Context: an optimization exercise on an open-source flow, tuned for small area, a short achievable clock period and few clock cycles per item. The choices shown serve that exercise and are no tape-out recipe.
The RTL was checked by simulation tests, not by an equivalence proof against the original design.
Power and IR drop assume default switching activity.

==> design.v <==
package pfbr_pkg;
   localparam int PANEL_WIDTH  = 128;
   localparam int PANEL_HEIGHT = 64;
   localparam int PAGE_COUNT   = (PANEL_HEIGHT + 7) / 8;
   localparam int STORE_BYTES  = PANEL_WIDTH * PAGE_COUNT;
   localparam int STORE_AW     = $clog2(STORE_BYTES);
   localparam int COL_W        = $clog2(PANEL_WIDTH);
   localparam int PAGE_W       = (PAGE_COUNT > 1) ? $clog2(PAGE_COUNT) : 1;
   localparam int RING_LEN     = 8;
   localparam int RING_LW      = $clog2(RING_LEN);
   localparam int RING_COUNT   = STORE_BYTES / RING_LEN;
   localparam int RING_W       = $clog2(RING_COUNT);
   localparam int SB_DEPTH     = 12;
   localparam int SB_W         = $clog2(SB_DEPTH);
   localparam logic [7:0] OP_PAGE      = 8'hB0;
   localparam logic [7:0] OP_COL_UPPER = 8'h10;
   localparam logic [7:0] OP_COL_LOWER = 8'h00;
   typedef enum logic [1:0] {
      CMD_SET_PIXEL  = 2'd0,
      CMD_GET_PIXEL  = 2'd1,
      CMD_WRITE_BYTE = 2'd2,
      CMD_REFRESH    = 2'd3
   } cmd_type;
   typedef enum logic [1:0] {
      PHASE_PAGE  = 2'd0,
      PHASE_UPPER = 2'd1,
      PHASE_LOWER = 2'd2,
      PHASE_DATA  = 2'd3
   } phase_type;
endpackage
module pfbr_ram #(
   parameter int WIDTH = 8,
   parameter int RINGS = 128,
   parameter int LEN   = 8
) (
   input  logic                          clock,
   input  logic                          wr_en,
   input  logic                          wr_all,
   input  logic [$clog2(RINGS)-1:0]      wr_ring,
   input  logic [WIDTH-1:0]              wr_data,
   input  logic [$clog2(RINGS*LEN)-1:0]  rd_idx,
   output logic [WIDTH-1:0]              rd_data
);
   localparam int DEPTH = RINGS * LEN;
   logic [DEPTH-1:0][WIDTH-1:0] place_ff;
   logic [RINGS-1:0]            wr_sel;
   always_comb begin
      for (int r = 0; r < RINGS; r++)
         wr_sel[r] = wr_all || (wr_en && (wr_ring == $clog2(RINGS)'(r)));
   end
   always_ff @(posedge clock) begin
      for (int r = 0; r < RINGS; r++) begin
         place_ff[r*LEN] <= wr_sel[r] ? wr_data : place_ff[r*LEN + LEN - 1];
         for (int k = 1; k < LEN; k++) place_ff[r*LEN + k] <= place_ff[r*LEN + k - 1];
      end
   end
   logic [DEPTH-1:0] rd_sel;
   always_comb begin
      for (int i = 0; i < DEPTH; i++) rd_sel[i] = (rd_idx == $clog2(DEPTH)'(i));
   end
   always_comb begin
      rd_data = '0;
      for (int i = 0; i < DEPTH; i++) rd_data = rd_data | (place_ff[i] & {WIDTH{rd_sel[i]}});
   end
endmodule
module paged_framebuffer_refresh_top (
   input  logic        clock,
   input  logic        reset,
   input  logic        start,
   output logic        busy,
   input  logic [1:0]  req_command,
   input  logic [7:0]  req_x_coord,
   input  logic [7:0]  req_y_coord,
   input  logic        req_pixel_on,
   input  logic [9:0]  req_byte_index,
   input  logic [7:0]  req_byte_value,
   output logic        rsp_strobe,
   output logic        rsp_pixel_value,
   output logic        rsp_bus_valid,
   output logic        rsp_bus_is_data,
   output logic [7:0]  rsp_bus_byte,
   output logic        rsp_frame_done
);
   localparam int AW = pfbr_pkg::STORE_AW;
   localparam int LW = pfbr_pkg::RING_LW;
   localparam int RW = pfbr_pkg::RING_W;
   localparam int SD = pfbr_pkg::SB_DEPTH;
   localparam int SW = pfbr_pkg::SB_W;
   logic          clear_ff;
   logic [LW:0]   clear_cnt_ff;
   logic [LW-1:0] phase_ff;           
   logic          busy_ff;
   assign busy = busy_ff;
   logic [SD-1:0]         sb_valid;
   logic [RW-1:0]         sb_ring [SD];
   logic [LW-1:0]         sb_slot [SD];
   logic [7:0]            sb_byte [SD];
   logic       a_valid;
   logic [1:0] a_cmd;
   logic [7:0] a_x, a_y;
   logic       a_on;
   logic [9:0] a_idx;
   logic [7:0] a_val;
   always_ff @(posedge clock) begin
      if (reset) a_valid <= 1'b0;
      else       a_valid <= start && !busy_ff;
      a_cmd <= req_command;
      a_x   <= req_x_coord;
      a_y   <= req_y_coord;
      a_on  <= req_pixel_on;
      a_idx <= req_byte_index;
      a_val <= req_byte_value;
   end
   logic [pfbr_pkg::PAGE_W-1:0] page_ff;
   pfbr_pkg::phase_type         rphase_ff;
   logic [pfbr_pkg::COL_W-1:0]  column_ff;
   logic a_refresh, a_in_range;
   logic [AW-1:0] a_addr;
   logic [RW-1:0] a_ring;
   logic [LW-1:0] a_slot;
   logic          a_we;
   logic [7:0]    a_cbyte;       
   logic          a_is_data, a_frame_done;
   assign a_refresh  = (a_cmd == pfbr_pkg::CMD_REFRESH);
   assign a_in_range = !a_x[7] && (a_y[7:6] == 2'b00);
   always_comb begin
      case (a_cmd)
         pfbr_pkg::CMD_SET_PIXEL, pfbr_pkg::CMD_GET_PIXEL: a_addr = {a_y[5:3], a_x[6:0]};
         pfbr_pkg::CMD_WRITE_BYTE:                         a_addr = a_idx;
         default:                                          a_addr = {page_ff, column_ff};
      endcase
   end
   assign a_ring = a_addr[AW-1:LW];
   assign a_slot = a_addr[LW-1:0] ^ a_addr[AW-1:AW-LW];
   assign a_we = a_valid && (((a_cmd == pfbr_pkg::CMD_SET_PIXEL) && a_in_range)
                             || (a_cmd == pfbr_pkg::CMD_WRITE_BYTE));
   always_comb begin
      case (rphase_ff)
         pfbr_pkg::PHASE_PAGE:  a_cbyte = pfbr_pkg::OP_PAGE | {5'h0, page_ff};
         pfbr_pkg::PHASE_UPPER: a_cbyte = pfbr_pkg::OP_COL_UPPER;
         default:               a_cbyte = pfbr_pkg::OP_COL_LOWER;
      endcase
   end
   assign a_is_data    = (rphase_ff == pfbr_pkg::PHASE_DATA);
   assign a_frame_done = a_is_data && (column_ff == '0) && (page_ff == '1);
   always_ff @(posedge clock) begin
      if (reset) begin
         page_ff   <= '0;
         rphase_ff <= pfbr_pkg::PHASE_PAGE;
         column_ff <= pfbr_pkg::COL_W'(pfbr_pkg::PANEL_WIDTH - 1);
      end else if (a_valid && a_refresh) begin
         unique case (rphase_ff)
            pfbr_pkg::PHASE_PAGE:  rphase_ff <= pfbr_pkg::PHASE_UPPER;
            pfbr_pkg::PHASE_UPPER: rphase_ff <= pfbr_pkg::PHASE_LOWER;
            pfbr_pkg::PHASE_LOWER: rphase_ff <= pfbr_pkg::PHASE_DATA;
            default: begin
               column_ff <= column_ff - 1'b1;
               if (column_ff == '0) begin
                  rphase_ff <= pfbr_pkg::PHASE_PAGE;
                  page_ff   <= page_ff + 1'b1;
               end
            end
         endcase
      end
   end
   logic          b_valid, b_we;
   logic [1:0]    b_cmd;
   logic [RW-1:0] b_ring;
   logic [LW-1:0] b_slot;
   logic [LW-1:0] b_place;
   logic [2:0]    b_bit;
   logic          b_on, b_in_range;
   logic [7:0]    b_val;           
   logic          b_is_data, b_frame_done;
   always_ff @(posedge clock) begin
      if (reset) begin
         b_valid <= 1'b0;
         b_we    <= 1'b0;
      end else begin
         b_valid <= a_valid;
         b_we    <= a_we;
      end
      b_cmd        <= a_cmd;
      b_ring       <= a_ring;
      b_slot       <= a_slot;
      b_place      <= phase_ff - a_slot;
      b_bit        <= a_y[2:0];
      b_on         <= a_on;
      b_in_range   <= a_in_range;
      b_val        <= a_refresh ? a_cbyte : a_val;
      b_is_data    <= a_is_data;
      b_frame_done <= a_frame_done;
   end
   logic          rt_valid;        
   logic [SW-1:0] rt_entry;
   logic [7:0]    ram_rd_data;
   pfbr_ram #(
      .WIDTH (8),
      .RINGS (pfbr_pkg::RING_COUNT),
      .LEN   (pfbr_pkg::RING_LEN)
   ) u_frame_store (
      .clock   (clock),
      .wr_en   (rt_valid),
      .wr_all  (clear_ff),
      .wr_ring (sb_ring[rt_entry]),
      .wr_data (clear_ff ? 8'h00 : sb_byte[rt_entry]),
      .rd_idx  ({b_ring, b_place}),
      .rd_data (ram_rd_data)
   );
   logic          c_valid, c_we;
   logic [1:0]    c_cmd;
   logic [RW-1:0] c_ring;
   logic [LW-1:0] c_slot;
   logic [2:0]    c_bit;
   logic          c_on, c_in_range;
   logic [7:0]    c_val;
   logic          c_is_data, c_frame_done;
   logic [7:0]    c_rdata;
   logic          c_hit;           
   logic [SW-1:0] c_entry;
   logic [7:0]    c_wdata;
   logic [SW-1:0] c_wentry;        
   logic [7:0]    c_mask;
   logic          b_cmatch;
   logic          b_sbhit;
   logic [SW-1:0] b_sbentry;
   logic [7:0]    b_rdata;
   assign b_cmatch = c_we && (c_ring == b_ring) && (c_slot == b_slot);
   always_comb begin
      b_sbhit   = 1'b0;
      b_sbentry = '0;
      for (int e = 0; e < SD; e++) begin
         if (sb_valid[e] && (sb_ring[e] == b_ring) && (sb_slot[e] == b_slot)) begin
            b_sbhit   = 1'b1;
            b_sbentry = SW'(e);
         end
      end
   end
   always_comb begin
      if (b_cmatch)     b_rdata = c_wdata;
      else if (b_sbhit) b_rdata = sb_byte[b_sbentry];
      else              b_rdata = ram_rd_data;
   end
   always_ff @(posedge clock) begin
      if (reset) begin
         c_valid <= 1'b0;
         c_we    <= 1'b0;
      end else begin
         c_valid <= b_valid;
         c_we    <= b_we;
      end
      c_cmd        <= b_cmd;
      c_ring       <= b_ring;
      c_slot       <= b_slot;
      c_bit        <= b_bit;
      c_on         <= b_on;
      c_in_range   <= b_in_range;
      c_val        <= b_val;
      c_is_data    <= b_is_data;
      c_frame_done <= b_frame_done;
      c_rdata      <= b_rdata;
      c_hit        <= b_cmatch || b_sbhit;
      c_entry      <= b_cmatch ? c_wentry : b_sbentry;
   end
   assign c_mask = 8'(1) << c_bit;
   always_comb begin
      if (c_cmd == pfbr_pkg::CMD_SET_PIXEL)
         c_wdata = c_on ? (c_rdata | c_mask) : (c_rdata & ~c_mask);
      else
         c_wdata = c_val;
   end
   always_comb begin
      c_wentry = c_entry;
      if (!c_hit) begin
         c_wentry = '0;
         for (int e = SD - 1; e >= 0; e--) begin
            if (!sb_valid[e]) c_wentry = SW'(e);
         end
      end
   end
   logic          rt_next_valid;
   logic [SW-1:0] rt_next_entry;
   logic [LW-1:0] phase_next;
   assign phase_next = phase_ff + 1'b1;
   always_comb begin
      rt_next_valid = 1'b0;
      rt_next_entry = '0;
      for (int e = SD - 1; e >= 0; e--) begin
         if (sb_valid[e] && (sb_slot[e] == phase_next)) begin
            rt_next_valid = 1'b1;
            rt_next_entry = SW'(e);
         end
      end
   end
   logic [SW+1:0] sb_need;
   always_comb begin
      sb_need = (SW+2)'(c_we) + (SW+2)'(b_we) + (SW+2)'(a_we) + (SW+2)'(!busy_ff);
      for (int e = 0; e < SD; e++) sb_need = sb_need + (SW+2)'(sb_valid[e]);
   end
   always_ff @(posedge clock) begin
      if (reset) begin
         sb_valid <= '0;
         rt_valid <= 1'b0;
      end else begin
         for (int e = 0; e < SD; e++) begin
            if (c_we && (c_wentry == SW'(e)))
               sb_valid[e] <= 1'b1;
            else if (rt_valid && (rt_entry == SW'(e)))
               sb_valid[e] <= 1'b0;
         end
         rt_valid <= rt_next_valid;
      end
      rt_entry <= rt_next_entry;
      for (int e = 0; e < SD; e++) begin
         if (c_we && (c_wentry == SW'(e))) begin
            sb_ring[e] <= c_ring;
            sb_slot[e] <= c_slot;
            sb_byte[e] <= c_wdata;
         end
      end
   end
   always_ff @(posedge clock) begin
      if (reset) begin
         phase_ff     <= '0;
         clear_ff     <= 1'b1;
         clear_cnt_ff <= '0;
         busy_ff      <= 1'b1;
      end else begin
         phase_ff <= phase_ff + 1'b1;
         if (clear_ff) begin
            clear_cnt_ff <= clear_cnt_ff + 1'b1;
            if (clear_cnt_ff == (LW+1)'(pfbr_pkg::RING_LEN)) clear_ff <= 1'b0;
         end
         busy_ff <= (clear_ff && (clear_cnt_ff != (LW+1)'(pfbr_pkg::RING_LEN)))
                 || (sb_need >= (SW+2)'(SD));
      end
   end
   logic       rsp_strobe_ff;
   logic       pixel_value_ff;
   logic       bus_valid_ff;
   logic       bus_is_data_ff;
   logic [7:0] bus_byte_ff;
   logic       frame_done_ff;
   always_ff @(posedge clock) begin
      if (reset) rsp_strobe_ff <= 1'b0;
      else       rsp_strobe_ff <= c_valid;
   end
   always_ff @(posedge clock) begin
      pixel_value_ff <= (c_cmd == pfbr_pkg::CMD_GET_PIXEL) && c_in_range && c_rdata[c_bit];
      bus_valid_ff   <= (c_cmd == pfbr_pkg::CMD_REFRESH);
      bus_is_data_ff <= (c_cmd == pfbr_pkg::CMD_REFRESH) && c_is_data;
      if (c_cmd != pfbr_pkg::CMD_REFRESH) bus_byte_ff <= 8'h00;
      else if (c_is_data)                 bus_byte_ff <= c_rdata;
      else                                bus_byte_ff <= c_val;
      frame_done_ff  <= (c_cmd == pfbr_pkg::CMD_REFRESH) && c_frame_done;
   end
   assign rsp_strobe      = rsp_strobe_ff;
   assign rsp_pixel_value = pixel_value_ff;
   assign rsp_bus_valid   = bus_valid_ff;
   assign rsp_bus_is_data = bus_is_data_ff;
   assign rsp_bus_byte    = bus_byte_ff;
   assign rsp_frame_done  = frame_done_ff;
endmodule
==> run.sh <==
#!/bin/bash
# synth_recipe.tcl (not shown) runs the flow's synth.tcl, then flattens the netlist and writes it again
# the make line also repeats each setting of config.mk as NAME=value (left out here)
make -C /OpenROAD-flow-scripts/flow DESIGN_CONFIG=/design/flow/config.mk WORK_HOME=/design/flow/orfs CLKGATE_MAP_FILE= SYNTH_SCRIPT=/design/flow/synth_recipe.tcl finish
==> config.mk <==
export PLATFORM = sky130hd
export DESIGN_NAME = paged_framebuffer_refresh_top
export DESIGN_NICKNAME = paged_framebuffer_refresh_top
export VERILOG_FILES = /design/flow/design.v
export SDC_FILE = /design/flow/constraint.sdc
export NUM_CORES = 8
export LEC_CHECK = 0
export CAP_MARGIN = 20
export CORE_MARGIN = 2
export CORE_UTILIZATION = 50
export CTS_CLUSTER_DIAMETER = 150
export CTS_CLUSTER_SIZE = 20
export SETUP_SLACK_MARGIN = 5
export SLEW_MARGIN = 20
export SYNTH_MEMORY_MAX_BITS = 16384
==> constraint.sdc <==
create_clock -name core_clock -period 10.0 [get_ports {clock}]
set_input_delay 2.0000 -clock core_clock [delete_from_list [all_inputs] [get_ports {clock}]]
set_output_delay 2.0000 -clock core_clock [all_outputs]
set_load 0.01 [all_outputs]
==> out/qor.csv, run 1 <==
stage;metric;value;unit
run_status;Failed at;global routing (5_1_grt);
clocking;Sink Count;8571;
clocking;Longest Clk Path Bufs;4;
yosys;register area share after synthesis;68.47;%
run_status;Tool Error;[ERROR GRT-0116] Global routing finished with congestion. Check the congestion regions in the DRC Viewer.;
yosys;Syn Area/Cell;12.25;um^2
yosys;Synth Net Count;20777;
yosys;Post-Syn Instances;20708;
placement;Placer Congestion;1.883;
clocking;CTS H-tree depth;5;
floorplan;# IOs;54;
clocking;hold bufs inserted after CTS;0;
floorplan;site row count;261;
yosys;ys flop type;dfxtp_1;
grt;gr usage total;116.9;%
yosys;Cell variety after synth;99;
yosys;synth warn;8;
clocking;Clk Tree Root Cell;clkbuf_16;
floorplan;Die Ht;716.4;um
grt;first-pass GRT wire length;3806000;um
placement;Placed Area;0.2784;mm^2
floorplan;Die Width;716.4;um
placement;port bufs;53;
grt;number of global-route vias before repair;275961;
yosys;EDFF count, synth;216;
yosys;Synth Register Bits;8571;
grt;Overflow after GRT;90715;
yosys;Async S/R FF share, synth;0;%
run_status;status;did not finish;
placement;DP HPWL;2030000;um
yosys;Synth Cell Area;0.2538;mm^2
placement;dpl ws;2.996;ns
clocking;CTS Buf Count;468;
grt;largest net degree at the start of global routing;193;
floorplan;initial core utilization;50.20;%
placement;Cells after DPL;27976;
[cell usage after synthesis (138+ instances only)]
| master | instances | area [um^2] |
|---|---|---|
| mux2i_1 | 329 | 3293 |
| edfxtp_1 | 216 | 6486 |
| dfxtp_1 | 8355 | 167300 |
| xnor2_1 | 138 | 1209 |
| nand4_1 | 576 | 3603 |
| o21ai_0 | 918 | 4594 |
| clkbuf_1 | 699 | 2624 |
| buf_2 | 373 | 1867 |
| a32oi_1 | 1010 | 8846 |
| a21oi_1 | 186 | 930.9 |
| nor3_1 | 794 | 3974 |
| nor4_1 | 244 | 1526 |
| nand3_1 | 594 | 2973 |
| o22ai_1 | 213 | 1333 |
| a22oi_1 | 1871 | 14050 |
| a22o_1 | 391 | 3425 |
| nor2_1 | 480 | 1802 |
| nand2b_1 | 256 | 1602 |
| a32o_1 | 219 | 2192 |
| buf_1 | 148 | 555.5 |
| nand2_1 | 572 | 2147 |
| a221o_1 | 141 | 1411 |
| nand3b_1 | 794 | 5961 |
[metal layers]
| metal | track usage, % | GRT overflow |
|---|---|---|
| met5 | 94.82 | 1228 |
| met4 | 106.5 | 8345 |
| met2 | 139.7 | 46269 |
| met3 | 103.2 | 10882 |
| met1 | 112.5 | 23991 |
[how the worst max path moves through the flow]
stage / cells after the start / endpoint
CTS: 17 / c_rdata[4]
detailed placement: 13 / c_rdata[4]
global placement: 14 / c_rdata[6]
floorplan: 14 / busy_ff
[cells by family after synthesis]
| family | after synthesis | share of synthesized area (%) |
|---|---|---|
| DFF | 8571 | 68.47 |
| AOI/OAI and AO/OA | 5393 | 16.01 |
| and+or+nand+nor | 4798 | 10.86 |
| buffers and inverters | 1377 | 2.411 |
| muxes | 366 | 1.475 |
| xor gates and xnor gates | 174 | 0.6060 |
| adders and majority gates | 29 | 0.1726 |
[repair_timing]
item	in CTS
gates cloned	26
endpoints found under the setup margin	467
resized for setup	418
pin swaps	56
setup buffers	142
[power by group through the flow]
stage          registers (mW)  logic [mW]  clock network, mW
2_1_floorplan            35.1        1.47                  0
3_3_place_gp             35.2        4.90                  0
3_5_place_dp             35.2        4.95                  0
4_1_cts                  34.4        5.47               19.7
Testbench counts, summed over its fixed seeds: cycles 42,134, items 41,952.
==> run 2, diff against run 1 <==
--- a/config.mk
+++ b/config.mk
@@ -8,5 +8,5 @@
 export CAP_MARGIN = 20
 export CORE_MARGIN = 2
-export CORE_UTILIZATION = 50
+export CORE_UTILIZATION = 65
 export CTS_CLUSTER_DIAMETER = 150
 export CTS_CLUSTER_SIZE = 20
==> out/qor.csv, run 2 <==
stage;metric;value;unit
yosys;Synth Register Bits;8571;
clocking;CTS Buf Count;466;
yosys;Synth Cell Area;0.2538;mm^2
placement;DP HPWL;1872000;um
yosys;EDFF count, synth;216;
placement;port bufs;53;
yosys;register area share after synthesis;68.47;%
clocking;Longest Clk Path Bufs;4;
yosys;most frequent cell after synthesis;dfxtp_1;
clocking;hold bufs inserted after CTS;0;
floorplan;# IOs;54;
clocking;Sink Count;8571;
floorplan;Die Ht;628.8;um
yosys;ys flop type;dfxtp_1;
run_status;Failed at;global routing (5_1_grt);
yosys;top cells by area, synth;dfxtp_1 66%, a22oi_1 5.5%, a32oi_1 3.5%, edfxtp_1 2.6%, nand3b_1 2.3%;
yosys;Yosys top cell by area;dfxtp_1;
floorplan;Die Width;628.8;um
yosys;commonest cells in the netlist;8355 x dfxtp_1, 1871 x a22oi_1, 1010 x a32oi_1;
floorplan;site row count;229;
grt;number of global-route vias before repair;262900;
run_status;Tool Error;[ERROR GRT-0116] Global routing finished with congestion. Check the congestion regions in the DRC Viewer.;
yosys;Syn Area/Cell;12.25;um^2
grt;largest net degree at the start of global routing;152;
yosys;synth warn;8;
yosys;Synth Net Count;20777;
yosys;Post-Syn Instances;20708;
clocking;Clk Tree Root Cell;clkbuf_16;
floorplan;initial core utilization;65.27;%
yosys;Cell variety after synth;99;
run_status;status;did not finish;
clocking;CTS H-tree depth;5;
grt;gr usage total;133.8;%
grt;first-pass GRT wire length;3345000;um
placement;Placer Congestion;1.978;
yosys;Async S/R FF share, synth;0;%
yosys;Synth top area share;65.91;%
grt;Overflow after GRT;106059;
==> run 2: logic make-up after synthesis <==
group	after synthesis	share of synthesized area (%)
xor gates and xnor gates	174	0.6060
adders and majority gates	29	0.1726
DFF	8571	68.47
buffers and inverters	1377	2.411
AOI/OAI and AO/OA	5393	16.01
and+or+nand+nor	4798	10.86
muxes	366	1.475
==> run 2: worst max-delay path by stage <==
stage	startpoint	to	slack [ns]	cells after the start
floorplan	a_cmd[1]	busy_ff	6.20	14
global placement	b_place[1]	c_rdata[7]	2.49	15
detailed placement	b_place[0]	c_rdata[4]	2.92	14
CTS	b_ring[3]	c_rdata[4]	4.63	16
==> run 2: metal layers <==
metal  overflow  global-route usage [%]
met5       1370                   104.8
met2      53317                   164.2
met4       8166                   115.9
met1      30833                   130.3
met3      12373                   113.7
==> run 2: per-stage QoR <==
step / utilization (%) / area, um^2 / hold slack, ns / instances / worst slack (ns)
floorplan: - / 253800 / 0.3096 / 20708 / 6.203
global placement: 70.59 / 274400 / 0.3103 / 26301 / 2.492
detailed placement: 70.80 / 275300 / 0.3121 / 26333 / 2.923
CTS: 74.82 / 290900 / 0.3227 / 27012 / 4.628
==> run 2: what timing repair did <==
item / 4_1_cts
gates resized for setup: 308
setup endpoints to repair: 417
cloned: 34
pin swaps: 50
buffers inserted: 128
==> run 2: power by group through the flow <==
stage | Combinational, mW | Clock (mW) | Sequential, mW
after floorplan | 1.47 | 0 | 35.1
after global placement | 4.68 | 0 | 35.2
after detailed placement | 4.74 | 0 | 35.2
after CTS | 5.28 | 19.1 | 34.4
